What follows belongs to an exercise in optimizing a design on an open flow for small area; a production flow would make more cautious choices.
The RTL was checked by simulation tests, not by an equivalence proof against the original design.
Power is estimated from default activity; no workload was simulated.

## flow/config.mk

```make
export PLATFORM = sky130hd
export DESIGN_NAME = workloadClassifier
export DESIGN_NICKNAME = workloadClassifier
export VERILOG_FILES = /design/flow/design.v
export SDC_FILE = /design/flow/constraint.sdc
export NUM_CORES = 4
export LEC_CHECK = 0
export ABC_AREA = 1
export CAP_MARGIN = 20
export CORE_MARGIN = 2
export CORE_UTILIZATION = 60
export CTS_BUF_LIST = sky130_fd_sc_hd__clkbuf_8
export GPL_TIMING_DRIVEN = 0
export PLACE_DENSITY = 0.7
export SLEW_MARGIN = 20
```

## flow/flow/synth.tcl

```tcl
# The standard flow's synthesis script (synth_recipe.tcl) with two changes, both to the combinational
# logic only: ABC maps with flow/abc.script (area mapping without the delay-driven buffering
# and upsizing), and no half/full-adder cells are extracted (extract_fa does nothing).
# Every other pass, and so every register and its name, is the standard synthesis's.
proc synth {args} { yosys synth -nofsm -noshare {*}$args }
proc extract_fa {args} { }
proc abc {args} {
  set i [lsearch -exact $args -script]
  if { $i >= 0 } {
    set args [lreplace $args [expr { $i + 1 }] [expr { $i + 1 }] $::env(OWN_ABC_SCRIPT)]
  }
  yosys abc {*}$args
}
source $::env(SCRIPTS_DIR)/synth.tcl
# left out here: clear keep_hierarchy, flatten, clean up, hide names made inside functions, write 1_2_yosys.v
```

## flow/flow/run.sh

```bash
#!/bin/bash
set -euo pipefail
export OWN_ABC_SCRIPT="$PWD/flow/abc.script"
bash standard.sh SYNTH_SCRIPT="$PWD/flow/synth.tcl" \
  BUFFER_PORTS_ARGS="-buffer_cell sky130_fd_sc_hd__buf_1" REMOVE_ABC_BUFFERS=1 SKIP_REPAIR_TIE_FANOUT=1 \
  CTS_ARGS="-sink_clustering_enable -repair_clock_nets -buf_list sky130_fd_sc_hd__clkbuf_8 -dont_use_dummy_load" \
  finish > "$PWD/flow_make.log" 2>&1
```

## flow/constraint.sdc

```tcl
create_clock -name core_clock -period 50.0 [get_ports {clk}]
set_input_delay 10.0000 -clock core_clock [delete_from_list [all_inputs] [get_ports {clk}]]
set_output_delay 10.0000 -clock core_clock [all_outputs]
set_load 0.01 [all_outputs]
```

## flow/flow/abc.script

```
strash
dc2
dch
amap
strash
dch
amap
topo
```

## flow/design.v

```verilog
package classifierPkg;
    typedef enum logic [2:0] {
        FmtUnknown = 3'd0,
        FmtCompute = 3'd1,
        FmtMemory  = 3'd2,
        FmtControl = 3'd3,
        FmtMixed   = 3'd4,
        FmtIdle    = 3'd5
    } formatT;
endpackage
module opcodeDecoder (
    input  logic       clk,
    input  logic       reset,
    input  logic       instructionValid,
    input  logic [6:0] opcode,
    input  logic       count0,
    output logic [2:0] hit,
    output logic [3:0] activeCount,
    output logic       idleOver,
    output logic       decide,
    output logic       windowClear
);
    logic [2:0] timer;
    logic [4:0] idleCount;
    always_ff @(posedge clk) begin
        if (!reset) timer <= '0;
        else        timer <= timer + 1'b1;
    end
    assign decide      = (timer == 3'd0);
    assign windowClear = decide & ~count0;
    always_comb begin
        hit = '0;
        if (instructionValid) begin
            case (opcode)
                7'b0110011, 7'b0010011:             hit[0] = 1'b1;
                7'b0000011, 7'b0100011:             hit[1] = 1'b1;
                7'b1100011, 7'b1101111, 7'b1100111: hit[2] = 1'b1;
                default:                            hit = '0;
            endcase
        end
    end
    always_ff @(posedge clk) begin
        if (!reset || windowClear) activeCount <= '0;
        else if (instructionValid) activeCount <= activeCount + 1'b1;
    end
    assign idleOver = idleCount[4] & ~idleCount[3] & idleCount[2] & ~idleCount[1];
    always_ff @(posedge clk) begin
        if (!reset || instructionValid) idleCount <= 5'b00001;
        else if (!idleOver)             idleCount <= {idleCount[3:0], idleCount[4] ^ idleCount[2]};
    end
endmodule
module opcodeShare (
    input  logic       clk,
    input  logic       reset,
    input  logic       windowClear,
    input  logic [3:0] activeCount,
    input  logic       category,
    output logic [3:0] count,
    output logic [7:0] toll
);
    always_ff @(posedge clk) begin
        if (!reset || windowClear) count <= '0;
        else if (category)         count <= count + 1'b1;
    end
    tollTable tableInst (.count(count), .activeCount(activeCount), .toll(toll));
endmodule
module tollTable (
    input  logic [3:0] count,
    input  logic [3:0] activeCount,
    output logic [7:0] toll
);
    logic n_n17;
    logic n_n18;
    logic n_n19;
    logic n_n20;
    logic n_n21;
    logic n_n22;
    logic n_n23;
    logic n_n24;
    logic n_n25;
    logic n_n26;
    logic n_n27;
    logic n_n28;
    logic n_n29;
    logic n_n30;
    logic n_n31;
    logic n_n32;
    logic n_n33;
    logic n_n34;
    logic n_n35;
    logic n_n36;
    logic n_n37;
    logic n_n38;
    logic n_n39;
    logic n_n40;
    logic n_n41;
    logic n_n42;
    logic n_n43;
    logic n_n44;
    logic n_n45;
    logic n_n46;
    logic n_n47;
    logic n_n48;
    logic n_n49;
    logic n_n50;
    logic n_n51;
    logic n_n52;
    logic n_n53;
    logic n_n54;
    logic n_n55;
    logic n_n56;
    logic n_n57;
    logic n_n58;
    logic n_n59;
    logic n_n60;
    logic n_n61;
    logic n_n62;
    logic n_n63;
    logic n_n64;
    logic n_n65;
    logic n_n66;
    logic n_n67;
    logic n_n68;
    logic n_n69;
    logic n_n70;
    logic n_n71;
    logic n_n72;
    logic n_n73;
    logic n_n74;
    logic n_n75;
    logic n_n76;
    logic n_n77;
    logic n_n78;
    logic n_n79;
    logic n_n80;
    logic n_n81;
    logic n_n82;
    logic n_n83;
    logic n_n84;
    logic n_n85;
    logic n_n87;
    logic n_n88;
    logic n_n89;
    logic n_n90;
    logic n_n91;
    logic n_n92;
    logic n_n93;
    logic n_n94;
    logic n_n95;
    logic n_n96;
    logic n_n97;
    logic n_n98;
    logic n_n99;
    logic n_n100;
    logic n_n101;
    logic n_n102;
    logic n_n103;
    logic n_n104;
    logic n_n105;
    logic n_n106;
    logic n_n107;
    logic n_n108;
    logic n_n109;
    logic n_n110;
    logic n_n111;
    logic n_n112;
    logic n_n113;
    logic n_n115;
    logic n_n116;
    logic n_n117;
    logic n_n119;
    logic n_n120;
    logic n_n121;
    logic n_n122;
    logic n_n123;
    logic n_n124;
    logic n_n125;
    logic n_n126;
    logic n_n127;
    logic n_n128;
    logic n_n129;
    logic n_n130;
    logic n_n131;
    logic n_n132;
    logic n_n133;
    logic n_n134;
    logic n_n135;
    logic n_n136;
    logic n_n137;
    logic n_n138;
    logic n_n139;
    logic n_n140;
    logic n_n141;
    logic n_n142;
    logic n_n143;
    logic n_n144;
    logic n_n145;
    logic n_n146;
    logic n_n147;
    logic n_n148;
    logic n_n149;
    logic n_n150;
    logic n_n151;
    logic n_n152;
    logic n_n153;
    logic n_n154;
    logic n_n155;
    logic n_n156;
    logic n_n157;
    logic n_n158;
    logic n_n159;
    logic n_n160;
    logic n_n161;
    logic n_n162;
    logic n_n163;
    logic n_n164;
    logic n_n165;
    logic n_n166;
    logic n_n167;
    logic n_n168;
    logic n_n169;
    logic n_n170;
    logic n_n171;
    logic n_n172;
    logic n_n173;
    logic n_n174;
    logic n_n175;
    logic n_n176;
    logic n_n177;
    logic n_n178;
    logic n_n179;
    logic n_n180;
    logic n_n181;
    logic n_n182;
    logic n_n183;
    logic n_n184;
    logic n_n185;
    logic n_n186;
    logic n_n187;
    logic n_n188;
    logic n_n189;
    logic n_n190;
    logic n_n191;
    logic n_n192;
    logic n_n193;
    logic n_n194;
    logic n_n195;
    logic n_n196;
    logic n_n198;
    logic n_n199;
    logic n_n200;
    logic n_n201;
    logic n_n202;
    logic n_n203;
    logic n_n204;
    logic n_n205;
    logic n_n206;
    logic n_n207;
    logic n_n208;
    logic n_n209;
    logic n_n210;
    logic n_n211;
    logic n_n212;
    logic n_n213;
    logic n_n214;
    logic n_n215;
    logic n_n216;
    logic n_n217;
    logic n_n218;
    logic n_n219;
    logic n_n220;
    logic n_n221;
    logic n_n222;
    logic n_n223;
    logic n_n224;
    logic n_n225;
    logic n_n227;
    logic n_n228;
    logic n_n229;
    logic n_n230;
    logic n_n231;
    logic n_n232;
    logic n_n233;
    logic n_n235;
    logic n_n236;
    logic n_n237;
    logic n_n238;
    logic n_n239;
    logic n_n240;
    logic n_n241;
    logic n_n242;
    logic n_n243;
    logic n_n244;
    logic n_n245;
    logic n_n246;
    logic n_n247;
    logic n_n248;
    logic n_n249;
    logic n_n250;
    logic n_n251;
    logic n_n252;
    logic n_n253;
    logic n_n254;
    logic n_n255;
    logic n_n256;
    logic n_n257;
    logic n_n258;
    logic n_n259;
    logic n_n260;
    logic n_n262;
    logic n_n263;
    logic n_n264;
    logic n_n265;
    logic n_n266;
    logic n_n267;
    logic n_n268;
    logic n_n269;
    logic n_n270;
    logic n_n271;
    logic n_n272;
    logic n_n273;
    logic n_n274;
    logic n_n275;
    logic n_n276;
    logic n_n277;
    assign n_n17 = ~count[2] & ~count[1];
    assign n_n18 = count[3] & ~n_n17;
    assign n_n19 = activeCount[2] & ~count[2];
    assign n_n20 = activeCount[1] & count[1];
    assign n_n21 = ~activeCount[0] & count[0];
    assign n_n22 = ~n_n20 & n_n21;
    assign n_n23 = n_n19 & n_n22;
    assign n_n24 = activeCount[0] & ~count[0];
    assign n_n25 = count[2] & ~count[1];
    assign n_n26 = ~activeCount[3] & activeCount[1];
    assign n_n27 = ~activeCount[2] & ~activeCount[1];
    assign n_n28 = ~n_n26 & ~n_n27;
    assign n_n29 = n_n25 & ~n_n28;
    assign n_n30 = activeCount[1] & ~count[1];
    assign n_n31 = count[3] & ~n_n30;
    assign n_n32 = n_n19 & n_n31;
    assign n_n33 = ~n_n29 & ~n_n32;
    assign n_n34 = ~n_n24 & ~n_n33;
    assign n_n35 = ~count[1] & n_n34;
    assign n_n36 = count[2] & n_n22;
    assign n_n37 = ~count[2] & count[1];
    assign n_n38 = ~count[0] & n_n37;
    assign n_n39 = ~activeCount[3] & ~activeCount[0];
    assign n_n40 = activeCount[2] & ~n_n39;
    assign n_n41 = ~n_n38 & ~n_n40;
    assign n_n42 = ~n_n36 & n_n41;
    assign n_n43 = count[2] & n_n21;
    assign n_n44 = n_n20 & ~n_n43;
    assign n_n45 = count[1] & ~n_n24;
    assign n_n46 = ~n_n44 & n_n45;
    assign n_n47 = ~n_n24 & n_n31;
    assign n_n48 = ~activeCount[3] & count[1];
    assign n_n49 = ~activeCount[2] & ~n_n48;
    assign n_n50 = ~n_n47 & n_n49;
    assign n_n51 = ~n_n24 & ~n_n30;
    assign n_n52 = ~count[0] & n_n25;
    assign n_n53 = ~n_n51 & n_n52;
    assign n_n54 = ~n_n50 & ~n_n53;
    assign n_n55 = ~n_n46 & n_n54;
    assign n_n56 = ~n_n42 & ~n_n55;
    assign n_n57 = count[3] & ~n_n19;
    assign n_n58 = count[3] & ~count[1];
    assign n_n59 = activeCount[1] & n_n48;
    assign n_n60 = ~n_n58 & ~n_n59;
    assign n_n61 = ~n_n21 & ~n_n60;
    assign n_n62 = ~n_n57 & ~n_n61;
    assign n_n63 = ~activeCount[1] & count[1];
    assign n_n64 = activeCount[1] & activeCount[0];
    assign n_n65 = ~n_n63 & ~n_n64;
    assign n_n66 = activeCount[2] & ~n_n65;
    assign n_n67 = ~n_n53 & ~n_n66;
    assign n_n68 = n_n24 & n_n30;
    assign n_n69 = count[3] & ~n_n68;
    assign n_n70 = n_n67 & ~n_n69;
    assign n_n71 = ~n_n51 & ~n_n70;
    assign n_n72 = ~n_n62 & n_n71;
    assign n_n73 = ~n_n56 & ~n_n72;
    assign n_n74 = ~activeCount[2] & count[2];
    assign n_n75 = count[1] & n_n74;
    assign n_n76 = activeCount[3] & ~count[3];
    assign n_n77 = count[0] & n_n76;
    assign n_n78 = ~count[2] & n_n77;
    assign n_n79 = ~n_n75 & ~n_n78;
    assign n_n80 = n_n44 & ~n_n79;
    assign n_n81 = n_n73 & ~n_n80;
    assign n_n82 = ~activeCount[3] & count[0];
    assign n_n83 = ~n_n25 & n_n82;
    assign n_n84 = ~n_n29 & ~n_n83;
    assign n_n85 = n_n67 & ~n_n84;
    assign toll[5] = ~(n_n81 & ~n_n85);
    assign n_n87 = ~n_n20 & ~n_n76;
    assign n_n88 = ~activeCount[2] & count[3];
    assign n_n89 = activeCount[2] & count[0];
    assign n_n90 = ~n_n88 & ~n_n89;
    assign n_n91 = ~n_n87 & ~n_n90;
    assign n_n92 = ~count[2] & ~n_n48;
    assign n_n93 = activeCount[2] & activeCount[1];
    assign n_n94 = ~activeCount[3] & ~count[1];
    assign n_n95 = n_n93 & n_n94;
    assign n_n96 = ~n_n92 & ~n_n95;
    assign n_n97 = ~n_n63 & n_n96;
    assign n_n98 = ~n_n91 & n_n97;
    assign n_n99 = toll[5] & n_n98;
    assign n_n100 = ~n_n35 & ~n_n99;
    assign n_n101 = ~n_n25 & ~n_n37;
    assign n_n102 = n_n81 & ~n_n101;
    assign n_n103 = n_n50 & ~n_n82;
    assign n_n104 = ~n_n102 & n_n103;
    assign n_n105 = n_n100 & n_n104;
    assign n_n106 = ~n_n23 & ~n_n105;
    assign n_n107 = ~n_n19 & ~n_n76;
    assign n_n108 = ~n_n68 & n_n107;
    assign n_n109 = n_n106 & ~n_n108;
    assign n_n110 = ~n_n18 & n_n109;
    assign n_n111 = ~count[3] & ~n_n96;
    assign n_n112 = ~n_n110 & ~n_n111;
    assign n_n113 = n_n34 & ~n_n96;
    assign toll[7] = ~(~n_n112 & ~n_n113);
    assign n_n115 = ~n_n58 & n_n92;
    assign n_n116 = n_n100 & ~n_n115;
    assign n_n117 = activeCount[2] & ~n_n116;
    assign toll[6] = n_n106 & ~n_n117;
    assign n_n119 = activeCount[1] & count[0];
    assign n_n120 = activeCount[3] & count[1];
    assign n_n121 = activeCount[2] & ~n_n100;
    assign n_n122 = ~count[0] & ~n_n121;
    assign n_n123 = ~n_n120 & n_n122;
    assign n_n124 = activeCount[3] & ~activeCount[0];
    assign n_n125 = ~n_n19 & n_n77;
    assign n_n126 = ~n_n124 & ~n_n125;
    assign n_n127 = ~n_n123 & n_n126;
    assign n_n128 = ~n_n119 & ~n_n127;
    assign n_n129 = activeCount[2] & ~count[3];
    assign n_n130 = n_n20 & n_n129;
    assign n_n131 = ~count[3] & count[1];
    assign n_n132 = activeCount[0] & count[0];
    assign n_n133 = activeCount[3] & n_n132;
    assign n_n134 = ~n_n131 & n_n133;
    assign n_n135 = ~n_n130 & ~n_n134;
    assign n_n136 = activeCount[3] & ~n_n101;
    assign n_n137 = count[2] & ~n_n76;
    assign n_n138 = n_n91 & ~n_n137;
    assign n_n139 = ~n_n136 & n_n138;
    assign n_n140 = ~n_n135 & ~n_n139;
    assign n_n141 = ~n_n128 & n_n140;
    assign n_n142 = n_n128 & n_n135;
    assign n_n143 = activeCount[2] & ~n_n76;
    assign n_n144 = activeCount[0] & ~count[2];
    assign n_n145 = activeCount[1] & n_n144;
    assign n_n146 = n_n143 & ~n_n145;
    assign n_n147 = ~n_n142 & ~n_n146;
    assign n_n148 = ~n_n141 & n_n147;
    assign n_n149 = activeCount[2] & n_n73;
    assign n_n150 = activeCount[1] & ~n_n149;
    assign n_n151 = n_n110 & n_n150;
    assign n_n152 = ~activeCount[2] & n_n63;
    assign n_n153 = ~activeCount[0] & ~n_n152;
    assign n_n154 = ~count[0] & n_n153;
    assign n_n155 = ~n_n151 & n_n154;
    assign n_n156 = ~n_n148 & n_n155;
    assign n_n157 = count[0] & ~n_n63;
    assign n_n158 = n_n31 & ~n_n157;
    assign n_n159 = ~n_n75 & ~n_n124;
    assign n_n160 = ~n_n158 & n_n159;
    assign n_n161 = ~n_n99 & ~n_n160;
    assign n_n162 = ~n_n119 & ~n_n161;
    assign n_n163 = n_n25 & ~n_n162;
    assign n_n164 = n_n129 & n_n163;
    assign n_n165 = activeCount[3] & n_n164;
    assign n_n166 = ~n_n48 & n_n143;
    assign n_n167 = n_n99 & ~n_n166;
    assign n_n168 = activeCount[3] & n_n115;
    assign n_n169 = ~activeCount[0] & ~n_n168;
    assign n_n170 = ~count[3] & ~n_n120;
    assign n_n171 = ~count[0] & n_n170;
    assign n_n172 = ~n_n169 & ~n_n171;
    assign n_n173 = ~activeCount[1] & ~activeCount[0];
    assign n_n174 = count[3] & count[1];
    assign n_n175 = ~n_n26 & ~n_n174;
    assign n_n176 = count[1] & ~n_n175;
    assign n_n177 = n_n64 & n_n176;
    assign n_n178 = ~n_n173 & ~n_n177;
    assign n_n179 = n_n172 & n_n178;
    assign n_n180 = activeCount[2] & ~n_n179;
    assign n_n181 = ~n_n167 & n_n180;
    assign n_n182 = ~activeCount[1] & ~count[0];
    assign n_n183 = ~n_n30 & ~n_n182;
    assign n_n184 = activeCount[0] & ~n_n101;
    assign n_n185 = ~n_n183 & n_n184;
    assign n_n186 = ~n_n144 & n_n183;
    assign n_n187 = n_n50 & ~n_n186;
    assign n_n188 = ~n_n185 & n_n187;
    assign n_n189 = count[2] & n_n24;
    assign n_n190 = n_n93 & n_n189;
    assign n_n191 = ~n_n188 & ~n_n190;
    assign n_n192 = ~n_n181 & n_n191;
    assign n_n193 = ~n_n165 & n_n192;
    assign n_n194 = ~count[3] & n_n30;
    assign n_n195 = n_n137 & ~n_n194;
    assign n_n196 = ~n_n184 & n_n195;
    assign toll[3] = ~(~n_n193 & ~n_n196);
    assign n_n198 = n_n31 & toll[3];
    assign n_n199 = ~n_n17 & n_n129;
    assign n_n200 = n_n109 & n_n199;
    assign n_n201 = activeCount[2] & count[2];
    assign n_n202 = ~n_n63 & n_n201;
    assign n_n203 = count[0] & ~n_n202;
    assign n_n204 = activeCount[0] & ~n_n88;
    assign n_n205 = ~n_n29 & n_n204;
    assign n_n206 = ~n_n203 & n_n205;
    assign n_n207 = ~n_n200 & n_n206;
    assign n_n208 = ~n_n198 & n_n207;
    assign n_n209 = n_n78 & n_n106;
    assign n_n210 = ~activeCount[1] & ~n_n48;
    assign n_n211 = ~activeCount[2] & ~count[2];
    assign n_n212 = ~n_n201 & ~n_n211;
    assign n_n213 = ~count[3] & n_n20;
    assign n_n214 = ~n_n212 & ~n_n213;
    assign n_n215 = ~n_n210 & ~n_n214;
    assign n_n216 = n_n79 & n_n132;
    assign n_n217 = ~n_n215 & n_n216;
    assign n_n218 = ~activeCount[1] & ~n_n152;
    assign n_n219 = activeCount[3] & n_n211;
    assign n_n220 = ~n_n18 & n_n21;
    assign n_n221 = ~n_n219 & n_n220;
    assign n_n222 = ~n_n218 & n_n221;
    assign n_n223 = ~n_n217 & ~n_n222;
    assign n_n224 = ~n_n209 & n_n223;
    assign n_n225 = ~n_n208 & n_n224;
    assign toll[4] = ~n_n156 & n_n225;
    assign n_n227 = activeCount[0] & n_n119;
    assign n_n228 = ~n_n100 & n_n227;
    assign n_n229 = ~n_n63 & ~n_n83;
    assign n_n230 = ~n_n92 & ~n_n229;
    assign n_n231 = n_n33 & ~n_n230;
    assign n_n232 = ~activeCount[0] & ~n_n231;
    assign n_n233 = ~n_n228 & ~n_n232;
    assign toll[2] = ~(~n_n148 & n_n233);
    assign n_n235 = activeCount[3] & n_n198;
    assign n_n236 = n_n19 & n_n176;
    assign n_n237 = count[3] & n_n30;
    assign n_n238 = activeCount[2] & n_n237;
    assign n_n239 = ~n_n82 & n_n153;
    assign n_n240 = ~n_n238 & n_n239;
    assign n_n241 = ~n_n236 & n_n240;
    assign n_n242 = ~activeCount[1] & ~count[1];
    assign n_n243 = n_n76 & n_n242;
    assign n_n244 = n_n64 & n_n174;
    assign n_n245 = ~n_n19 & ~n_n94;
    assign n_n246 = ~n_n244 & ~n_n245;
    assign n_n247 = ~n_n243 & n_n246;
    assign n_n248 = ~n_n241 & ~n_n247;
    assign n_n249 = n_n241 & n_n247;
    assign n_n250 = ~n_n248 & ~n_n249;
    assign n_n251 = n_n203 & ~n_n250;
    assign n_n252 = ~n_n235 & n_n251;
    assign n_n253 = n_n19 & ~n_n174;
    assign n_n254 = ~n_n170 & n_n253;
    assign n_n255 = count[2] & ~n_n175;
    assign n_n256 = activeCount[0] & ~n_n255;
    assign n_n257 = ~n_n254 & n_n256;
    assign n_n258 = ~n_n119 & ~n_n257;
    assign n_n259 = ~n_n241 & n_n258;
    assign n_n260 = ~n_n164 & ~n_n259;
    assign toll[1] = ~(~n_n252 & n_n260);
    assign n_n262 = n_n148 & n_n172;
    assign n_n263 = ~n_n148 & ~n_n172;
    assign n_n264 = n_n110 & ~n_n263;
    assign n_n265 = ~n_n262 & n_n264;
    assign n_n266 = ~activeCount[0] & n_n122;
    assign n_n267 = ~n_n265 & n_n266;
    assign n_n268 = ~n_n109 & n_n237;
    assign n_n269 = activeCount[0] & ~n_n167;
    assign n_n270 = ~n_n163 & ~n_n269;
    assign n_n271 = ~n_n139 & ~n_n161;
    assign n_n272 = ~n_n270 & n_n271;
    assign n_n273 = ~n_n268 & n_n272;
    assign n_n274 = ~n_n25 & ~n_n27;
    assign n_n275 = ~n_n95 & n_n274;
    assign n_n276 = n_n220 & n_n275;
    assign n_n277 = ~n_n273 & ~n_n276;
    assign toll[0] = ~n_n267 & n_n277;
endmodule
module workloadDecision (
    input  logic        clk,
    input  logic        reset,
    input  logic [3:0]  activeCount,
    input  logic        idleOver,
    input  logic        decide,
    input  logic [3:0]  computeCount,
    input  logic [3:0]  memCount,
    input  logic [3:0]  controlCount,
    input  logic [7:0]  computeToll,
    input  logic [7:0]  memToll,
    input  logic [7:0]  controlToll,
    output logic [2:0]  workloadFormat,
    output logic [3:0]  workloadConfidence,
    output logic [15:0] classificationCount,
    output logic [7:0]  adaptationRate,
    output logic        classificationValid
);
    logic       sameFormat;
    logic [4:0] stability;
    logic [2:0] ruleFormat;
    logic [3:0] ruleConf;
    logic [3:0] nextConf;
    logic [3:0] confDown;
    logic [3:0] confUp;
    logic       countZero;
    logic       fewActive;
    logic       isMixed;
    logic       domC, domM, domK;
    logic       nearCM, nearCK, nearMK;
    logic       boost;
    logic [15:0] countNext;
    logic        stableOver2, stableOver6, stableOver15;
    logic        carry;
    function automatic logic over150(input logic [7:0] t);
        over150 = t[7] & (t[6] | t[5] | (t[4] & t[3]));
    endfunction
    function automatic logic over50(input logic [7:0] t);
        over50 = t[7] | t[6] | (t[5] & t[4] & (t[2] | t[0]));
    endfunction
    function automatic logic over40(input logic [7:0] t);
        over40 = t[7] | t[6] | (t[5] & (t[4] | t[1] | (t[3] & t[2])));
    endfunction
    assign domC = over150(computeToll);
    assign domM = over150(memToll);
    assign domK = over150(controlToll);
    nearCM nearCMInst (.a(activeCount), .x(computeCount), .y(memCount),     .o(nearCM));
    nearK  nearCKInst (.a(activeCount), .x(computeCount), .y(controlCount), .o(nearCK));
    nearK  nearMKInst (.a(activeCount), .x(memCount),     .y(controlCount), .o(nearMK));
    assign isMixed = (over50(computeToll) & over50(memToll) & nearCM) |
                     (over40(controlToll) & ((over50(computeToll) & nearCK) |
                                             (over50(memToll) & nearMK)));
    assign countZero = ~|classificationCount;
    assign fewActive = ~|activeCount[3:1];
    assign confDown[0] = (workloadConfidence[3] & ~workloadConfidence[0]) | (workloadConfidence[1] & ~workloadConfidence[0]);
    assign confDown[1] = (workloadConfidence[1] & workloadConfidence[0]) | (workloadConfidence[3] & ~workloadConfidence[1] & ~workloadConfidence[0]);
    assign confDown[2] = ~workloadConfidence[3] | (workloadConfidence[2] & workloadConfidence[0]) | (workloadConfidence[2] & workloadConfidence[1]) | (~workloadConfidence[2] & ~workloadConfidence[1] & ~workloadConfidence[0]);
    assign confDown[3] = (workloadConfidence[3] & workloadConfidence[1]) | (workloadConfidence[3] & workloadConfidence[0]) | (workloadConfidence[3] & workloadConfidence[2]);
    assign confUp[0] = workloadConfidence[0] | (workloadConfidence[3] & workloadConfidence[2] & workloadConfidence[1]);
    assign confUp[1] = ~workloadConfidence[1] | (workloadConfidence[3] & workloadConfidence[2]);
    assign confUp[2] = (workloadConfidence[2] ^ workloadConfidence[1]) | (workloadConfidence[3] & workloadConfidence[2] & workloadConfidence[1]);
    assign confUp[3] = workloadConfidence[3] | workloadConfidence[1];
    always_comb begin
        ruleFormat = workloadFormat;
        ruleConf   = (workloadFormat != 3'd0) ? confDown : 4'd4;
        if (countZero) begin
            ruleFormat = 3'd0;
            ruleConf   = 4'd4;
        end else if (idleOver) begin
            ruleFormat = 3'd5;
            ruleConf   = 4'd8;
        end else if (fewActive) begin
            ruleFormat = 3'd0;
            ruleConf   = 4'd4;
        end else if (domC | domM | domK) begin
            ruleFormat = {1'b0, domM | domK, domC | domK};
            ruleConf   = 4'd7;
        end else if (isMixed) begin
            ruleFormat = 3'd4;
            ruleConf   = 4'd6;
        end
    end
    assign stableOver2  = ~stability[0] | ~stability[1] | ~stability[2];
    assign stableOver6  = (~stability[4] & ~stability[1]) | (~stability[3] & ~stability[0]) |
                          (~stability[2] & ~stability[0]);
    assign stableOver15 = ~stability[4] & ~stability[3] & ~stability[2];
    assign boost    = sameFormat & stableOver2;
    assign nextConf = boost ? confUp : ruleConf;
    always_comb begin
        carry = decide;
        for (int i = 0; i < 16; i++) begin
            countNext[i] = classificationCount[i] ^ carry;
            carry        = classificationCount[i] & carry;
        end
    end
    always_ff @(posedge clk) begin
        if (!reset) classificationCount <= '0;
        else        classificationCount <= countNext;
    end
    always_ff @(posedge clk) begin
        if (!reset) begin
            workloadFormat     <= 3'd0;
            sameFormat         <= 1'b1;
            workloadConfidence <= '0;
            stability          <= 5'b00111;
        end else if (decide) begin
            workloadFormat     <= ruleFormat;
            workloadConfidence <= nextConf;
            sameFormat         <= (ruleFormat == workloadFormat);
            if (!sameFormat)        stability <= 5'b00111;
            else if (!stableOver15) stability <= {stability[3:0], stability[4] ^ stability[1]};
        end
    end
    assign adaptationRate = {2'b00, ~stableOver6, stableOver6 & ~stableOver15, stableOver15, 3'b000};
    assign classificationValid = (activeCount[3] | activeCount[2]) & ~countZero;
endmodule
module nearCM (
    input  logic [3:0] a,
    input  logic [3:0] x,
    input  logic [3:0] y,
    output logic       o
);
    logic n_n14;
    logic n_n15;
    logic n_n16;
    logic n_n17;
    logic n_n18;
    logic n_n19;
    logic n_n20;
    logic n_n21;
    logic n_n22;
    logic n_n23;
    logic n_n24;
    logic n_n25;
    logic n_n26;
    logic n_n27;
    logic n_n28;
    logic n_n29;
    logic n_n30;
    logic n_n31;
    logic n_n32;
    logic n_n33;
    logic n_n34;
    logic n_n35;
    logic n_n36;
    logic n_n37;
    logic n_n38;
    logic n_n39;
    logic n_n40;
    logic n_n41;
    logic n_n42;
    logic n_n43;
    logic n_n44;
    logic n_n45;
    logic n_n46;
    logic n_n47;
    logic n_n48;
    logic n_n49;
    logic n_n50;
    logic n_n51;
    logic n_n52;
    logic n_n53;
    logic n_n54;
    assign n_n14 = x[2] & ~x[0];
    assign n_n15 = ~y[2] & y[0];
    assign n_n16 = n_n14 & n_n15;
    assign n_n17 = ~x[3] & ~y[1];
    assign n_n18 = ~n_n16 & ~n_n17;
    assign n_n19 = ~y[3] & ~n_n18;
    assign n_n20 = ~x[2] & x[0];
    assign n_n21 = n_n19 & n_n20;
    assign n_n22 = a[2] & ~x[0];
    assign n_n23 = ~y[3] & ~n_n22;
    assign n_n24 = x[2] & ~n_n23;
    assign n_n25 = ~n_n21 & ~n_n24;
    assign n_n26 = ~y[0] & ~n_n25;
    assign n_n27 = a[2] & y[1];
    assign n_n28 = a[1] & n_n27;
    assign n_n29 = x[1] & ~n_n28;
    assign n_n30 = ~n_n26 & n_n29;
    assign n_n31 = ~a[2] & a[0];
    assign n_n32 = a[1] & n_n31;
    assign n_n33 = x[2] & y[2];
    assign n_n34 = ~n_n32 & ~n_n33;
    assign n_n35 = x[0] & ~n_n34;
    assign n_n36 = ~x[1] & ~n_n19;
    assign n_n37 = ~n_n35 & n_n36;
    assign n_n38 = ~n_n30 & ~n_n37;
    assign n_n39 = ~y[1] & n_n32;
    assign n_n40 = ~y[2] & n_n20;
    assign n_n41 = y[0] & ~n_n40;
    assign n_n42 = x[1] & n_n33;
    assign n_n43 = x[3] & y[2];
    assign n_n44 = y[1] & n_n43;
    assign n_n45 = ~n_n42 & ~n_n44;
    assign n_n46 = n_n41 & n_n45;
    assign n_n47 = ~n_n39 & n_n46;
    assign n_n48 = ~x[2] & y[1];
    assign n_n49 = ~n_n31 & ~n_n48;
    assign n_n50 = ~x[0] & ~n_n49;
    assign n_n51 = n_n27 & n_n33;
    assign n_n52 = ~y[0] & ~n_n51;
    assign n_n53 = ~n_n50 & n_n52;
    assign n_n54 = ~n_n47 & ~n_n53;
    assign o = ~(~n_n38 & ~n_n54);
endmodule
module nearK (
    input  logic [3:0] a,
    input  logic [3:0] x,
    input  logic [3:0] y,
    output logic       o
);
    logic n_n14;
    logic n_n15;
    logic n_n16;
    logic n_n17;
    logic n_n18;
    logic n_n19;
    logic n_n20;
    logic n_n21;
    logic n_n22;
    logic n_n23;
    logic n_n24;
    logic n_n25;
    logic n_n26;
    logic n_n27;
    logic n_n28;
    logic n_n29;
    logic n_n30;
    logic n_n31;
    logic n_n32;
    logic n_n33;
    logic n_n34;
    logic n_n35;
    logic n_n36;
    logic n_n37;
    logic n_n38;
    logic n_n39;
    logic n_n40;
    logic n_n41;
    logic n_n42;
    logic n_n43;
    logic n_n44;
    logic n_n45;
    logic n_n46;
    logic n_n47;
    logic n_n48;
    logic n_n49;
    logic n_n50;
    logic n_n51;
    logic n_n52;
    logic n_n53;
    logic n_n54;
    logic n_n55;
    logic n_n56;
    logic n_n57;
    logic n_n58;
    logic n_n59;
    logic n_n60;
    assign n_n14 = ~y[2] & y[1];
    assign n_n15 = ~y[1] & ~y[0];
    assign n_n16 = x[0] & n_n15;
    assign n_n17 = ~y[3] & n_n16;
    assign n_n18 = ~n_n14 & ~n_n17;
    assign n_n19 = ~x[2] & ~n_n18;
    assign n_n20 = ~x[1] & ~y[3];
    assign n_n21 = ~y[1] & n_n20;
    assign n_n22 = ~n_n19 & ~n_n21;
    assign n_n23 = ~x[3] & ~n_n22;
    assign n_n24 = x[1] & x[0];
    assign n_n25 = a[2] & a[0];
    assign n_n26 = ~y[2] & n_n25;
    assign n_n27 = a[2] & a[1];
    assign n_n28 = y[1] & ~n_n27;
    assign n_n29 = x[2] & ~n_n28;
    assign n_n30 = ~n_n26 & ~n_n29;
    assign n_n31 = x[1] & ~n_n30;
    assign n_n32 = ~x[1] & ~x[0];
    assign n_n33 = x[3] & n_n32;
    assign n_n34 = y[0] & ~n_n33;
    assign n_n35 = y[2] & ~n_n15;
    assign n_n36 = ~n_n34 & n_n35;
    assign n_n37 = ~n_n31 & ~n_n36;
    assign n_n38 = ~n_n24 & ~n_n37;
    assign n_n39 = ~x[1] & x[0];
    assign n_n40 = ~y[1] & y[0];
    assign n_n41 = ~n_n39 & ~n_n40;
    assign n_n42 = a[1] & ~n_n41;
    assign n_n43 = x[0] & y[0];
    assign n_n44 = ~n_n32 & ~n_n43;
    assign n_n45 = ~a[1] & a[0];
    assign n_n46 = ~n_n44 & n_n45;
    assign n_n47 = ~n_n42 & ~n_n46;
    assign n_n48 = ~a[2] & ~n_n47;
    assign n_n49 = ~a[2] & x[0];
    assign n_n50 = y[0] & n_n20;
    assign n_n51 = ~n_n49 & n_n50;
    assign n_n52 = ~y[2] & ~n_n16;
    assign n_n53 = ~n_n51 & n_n52;
    assign n_n54 = y[2] & ~n_n25;
    assign n_n55 = ~n_n27 & ~n_n43;
    assign n_n56 = n_n54 & n_n55;
    assign n_n57 = x[2] & ~n_n56;
    assign n_n58 = ~n_n53 & n_n57;
    assign n_n59 = ~n_n48 & ~n_n58;
    assign n_n60 = ~n_n38 & n_n59;
    assign o = ~(~n_n23 & n_n60);
endmodule
module workloadClassifier (
    input  logic                  clk,
    input  logic                  reset,
    input  logic                  instructionValid,
    input  logic [6:0]            opcode,
    output logic [7:0]            computeToll,
    output logic [7:0]            memToll,
    output logic [7:0]            controlToll,
    output classifierPkg::formatT workloadFormat,
    output logic [3:0]            workloadConfidence,
    output logic [15:0]           classificationCount,
    output logic [7:0]            adaptationRate,
    output logic                  classificationValid
);
    logic [2:0]  hit;
    logic [3:0]  activeCount;
    logic        idleOver;
    logic        decide;
    logic        windowClear;
    logic [23:0] tollVec;
    logic [11:0] countVec;
    logic [2:0]  format;
    opcodeDecoder decoderInst (
        .clk              (clk),
        .reset            (reset),
        .instructionValid (instructionValid),
        .opcode           (opcode),
        .count0           (classificationCount[0]),
        .hit              (hit),
        .activeCount      (activeCount),
        .idleOver         (idleOver),
        .decide           (decide),
        .windowClear      (windowClear)
    );
    for (genvar i = 0; i < 3; i++) begin : genShare
        opcodeShare shareInst (
            .clk         (clk),
            .reset       (reset),
            .windowClear (windowClear),
            .activeCount (activeCount),
            .category    (hit[i]),
            .count       (countVec[i*4 +: 4]),
            .toll        (tollVec[i*8 +: 8])
        );
    end
    assign computeToll = tollVec[7:0];
    assign memToll     = tollVec[15:8];
    assign controlToll = tollVec[23:16];
    workloadDecision decisionInst (
        .clk                 (clk),
        .reset               (reset),
        .activeCount         (activeCount),
        .idleOver            (idleOver),
        .decide              (decide),
        .computeCount        (countVec[3:0]),
        .memCount            (countVec[7:4]),
        .controlCount        (countVec[11:8]),
        .computeToll         (computeToll),
        .memToll             (memToll),
        .controlToll         (controlToll),
        .workloadFormat      (format),
        .workloadConfidence  (workloadConfidence),
        .classificationCount (classificationCount),
        .adaptationRate      (adaptationRate),
        .classificationValid (classificationValid)
    );
    assign workloadFormat = classifierPkg::formatT'(format);
endmodule
```

## flow/standard.sh

```bash
#!/bin/bash
# synth_recipe.tcl (not shown) runs the flow's synth.tcl, then flattens the netlist and writes it again
# the make line also repeats each setting of config.mk as NAME=value (left out here)
make -C /OpenROAD-flow-scripts/flow DESIGN_CONFIG=/design/flow/config.mk WORK_HOME=/design/flow/orfs CLKGATE_MAP_FILE= SYNTH_SCRIPT=/design/flow/synth_recipe.tcl "${@:-finish}"
```

==> run summary <==
-- routing by layer --
layer / track usage / vias to the layer above
met2: 0.6186 / 721
met4: 0.1907 / 0
met3: 0.1105 / 177
li1: - / 3294
met1: 0.5448 / 3171
met5: 0 / -
-- cell usage in the layout, fill, tap and decap left out, types with 7 or more instances in the layout --
cell type    n
buf_1       60
o21ai_0     84
nand3_1     10
nor3_1      72
nand2_1     58
o21a_1      11
and3_1       7
clkinv_1   101
o22ai_1     14
a211oi_1    25
a221oi_1    14
dfxtp_1     50
a31oi_1     24
a21oi_1     57
nor2_1     231
a2111oi_0    9
a311oi_1     7
-- path summary, 6_finish.rpt --
path / startpoint / endpoint / cells past startpoint
worst min-delay path: decoderInst.timer[0] / decoderInst.timer[0] / 1
worst max register to register: decoderInst.activeCount[0] / decisionInst.sameFormat / 30
worst min register to register: decoderInst.timer[0] / decoderInst.timer[0] / 1
worst max-delay path: decoderInst.activeCount[0] / memToll[4] / 21
-- Yosys cell counts, drive strengths merged (2+ instances only) --
cell / n
a2111oi: 9
a211o: 2
a211oi: 25
a21oi: 57
a221o: 3
a221oi: 14
a311oi: 7
a31oi: 24
a32oi: 5
and2: 3
and3: 7
buf: 7
clkinv: 102
dfxtp: 53
nand2: 58
nand3: 10
nand4: 3
nor2: 231
nor3: 72
nor4: 6
nor4b: 3
o2111ai: 2
o211ai: 6
o21a: 11
o21ai: 85
o221ai: 6
o22ai: 14
o311ai: 4
o31ai: 6
o32a: 4
o32ai: 5
or2: 4
or3: 2
or4: 3
-- where the power goes --
| part | switching, uW | leakage [uW] | internal, uW |
|---|---|---|---|
| sequential | 2.95 | 0.000433 | 43.8 |
| combinational | 12.5 | 0.00120 | 5.55 |
| clock | 13.2 | 0.0000359 | 9.08 |
| total | 28.6 | 0.00167 | 58.5 |
-- metrics by stage --
step                      total power (uW)  hold WS [ps]  cell area (um2)  utilization
final                                87.06         450.9             5530       0.6697
after global routing                 90.52         471.7             5530       0.6697
after CTS                            86.03         447.2             5529       0.6695
after detailed placement             64.76         436.0             5460       0.6612
after global placement               63.96         421.2             5453       0.6603
after floorplan                      58.66         413.8             5096            -
-- worst max-delay path: cells and delay by family, from the launching register on --
kind	cells	cell delay, ps
simple gates	5	1110
compound gates	12	2900
flops	1	1110
buf+inv	4	1780
-- kinds of logic (layout without fill, tap and decap cells) --
group | Yosys count | in the layout | synth area share
compound gates | 298 | 298 | 0.3757
simple gates | 404 | 404 | 0.3329
other cells | 1 | 1 | 0.0007283
buf+inv | 109 | 167 | 0.08457
flops | 53 | 53 | 0.2061
-- final cells by class --
type                            instances  area, um2
Sequential cell                        53       1065
Clock buffer                            5      68.82
Multi-Input combinational cell        703       3656
Timing Repair Buffer                   60      225.2
Tap cell                              105      131.4
Inverter                              102      384.1
Fill cell                             752       2728
-- registers in the layout (all words and copies together), names as in the netlist --
signal / cells
decisionInst.sameFormat: 1
genShare.shareInst.count: 12
decoderInst.timer: 3
decoderInst.idleCount: 5
decisionInst.stability: 5
decoderInst.activeCount: 4
decisionInst.workloadFormat: 3
decisionInst.workloadConfidence: 4
decisionInst.classificationCount: 16
==> results.rst <==
.. list-table::
   :header-rows: 1

   * - Metric
     - Value
   * - Status
     - complete, no violations
   * - First-pass GRT wire length
     - 32880 um
   * - Kind of start point of the critical path
     - register
   * - Layout area overhead
     - 7.412%
   * - Pin count of the biggest net entering global routing
     - 43
   * - Sequence of cells on the critical path
     - clkinv_1, nor2_1, nor2_1, nor3_1, a211oi_1, o21ai_0, a31oi_1, o21ai_0, nor2_1, clkinv_1, o2111ai_1, o21ai_0, clkinv_1, o21ai_0, nor2_1, o21ai_0, o32ai_1, a31oi_1, a2111oi_0, a2111oi_0, buf_1
   * - # Post-CTS Setup Buffers
     - 0
   * - Fraction of final layout cells with drive strength greater than 1
     - 0.01083
   * - CTS Buf Count
     - 5
   * - Number of antenna violations at the first check in global routing
     - 0
   * - Vias after detailed routing
     - 7363
   * - Wire per inst
     - 19.77 um
   * - Number of pins with negative max-slew slack in the final report
     - 0
   * - Area contributors post-synth
     - dfxtp_1, nor2_1, o21ai_0
   * - Post-route DRC
     - 0
   * - Headroom to the max-slew limit
     - 0.2091
   * - Count of endpoints failing setup in the final report
     - 0
   * - Overall routing resource usage
     - 0.4102
   * - Slowest stage cell, crit path
     - clkinv_1
   * - Top cell type by total area after synthesis
     - dfxtp_1
   * - Overall routed net length
     - 20320 um
   * - Path type of the worst min-delay path
     - register to register
   * - Die Footprint
     - 0.009338 mm2
   * - Type of element capturing the critical path
     - output port
   * - Antenna-violating nets left
     - 0
   * - Cell repeated most along the worst path
     - o21ai_0
   * - Sum of net half-perimeters after detailed placement
     - 14090 um
   * - Nets@finish
     - 935
   * - Ys flop type
     - dfxtp_1
   * - Total negative slack for setup checks
     - 0 ps
   * - Worst skew pair latency
     - 310 ps
   * - H-tree depth
     - 2
   * - Starting Density
     - 0.6235
   * - Clk buf depth
     - 2
   * - Arrival time at the worst endpoint
     - 7220 ps
   * - Post-route non-filler standard cell count
     - 1028
   * - Synth Register Bits
     - 53
   * - Highest metal used
     - met4
   * - Pwr dens
     - 15.74 mW/mm2
   * - Routed wl met2
     - 8396 um
   * - First-pass iteration count of the detailed router
     - 14
   * - Number of standard-cell rows in the floorplan
     - 33
   * - Static power due to leakage
     - 0.001670 uW
   * - Asr flop ratio synth
     - 0
   * - Clock-pin slew of the registers on the worst-case setup and hold paths
     - 100 ps
   * - Clock period minus worst slack
     - 17220 ps
   * - Wire length on met3
     - 3204 um
   * - Achievable frequency
     - 58.09 MHz
   * - Biggest fanout along the worst timing path
     - 30
   * - Met1 wire length
     - 7651 um
   * - Chip Width
     - 96.64 um
   * - Count of yosys warnings during synthesis
     - 3
   * - Worst VDD drop
     - 0.01814 mV
   * - Share of the cycle needed by the critical path after routing
     - 0.3443
   * - Root Buffer
     - clkbuf_8
   * - Largest incremental delay on the critical path
     - 1270 ps
   * - Gr ovfl total
     - 0
   * - Placement Setup Slack
     - 33620 ps
   * - Final Skew
     - 23.79 ps
   * - Hold Vio Cnt, Final
     - 0
   * - Placer's final routability congestion estimate
     - 1.119
   * - Top Ports
     - 66
   * - Post-route setup slack
     - 32780 ps
   * - Data required time of the critical path
     - 40000 ps
   * - Count of distinct cell types in the synthesized netlist
     - 46
   * - RSZ-0062 raised after global routing
     - no
   * - Netlist area before placement
     - 0.005149 mm2
   * - Synthesized area per cell
     - 5.952 um2
   * - Fraction of synthesized cell area taken by the top area cell type
     - 0.2061
   * - Register area share after synthesis
     - 0.2061
   * - Number of flops mapped to enable cells by yosys
     - 0
   * - DR vias/cell
     - 7.162
   * - Number of standard cells after synthesis
     - 865
   * - Ant diodes
     - 0
   * - Buffers on Ports
     - 60
   * - CTS hold repair buffers
     - 0
   * - Worst R2R Setup Slack
     - 40370 ps
   * - Critical path class
     - register to output port
   * - CTS-repair resized insts
     - 0
   * - Pin slew with the least headroom to its limit
     - 1185 ps
   * - Clock Sinks
     - 53
   * - Max-capacitance violation count
     - 0
   * - Die Span Y
     - 96.64 um
   * - Drt first-iter violations
     - 1399
   * - Number of global-route vias before repair
     - 6815
   * - Number of placed cells counting well taps
     - 1023
   * - Core region area
     - 0.008258 mm2
   * - TritonCTS clock tree
     - built

[separate check: timing with driven ports]
In the flow no input, the clock included, has a driving cell. The finished layout below was timed again as built, in two steps. Step 1, drivers: a clkbuf_16 drives clk and a buf_2 each remaining input, both assumed. Step 2, shift: input delay + t, output delay - t, t = (earliest + latest rising clock arrival at the registers) / 2. This alone moves slack from input paths to output paths. Three values: no drivers, after step 1, after step 2; two values: the first two.
t, ns: 0.331
setup WS [ns]: 32.785 / 32.751 / 33.082
worst setup path after step 2: register to output
slew at the worst register clock pin (ns): 0.10 / 0.10
After both steps this run still meets setup and hold. For this run, drivers alone change the setup slack by -0.034 ns; drivers and shift together by +0.297 ns.
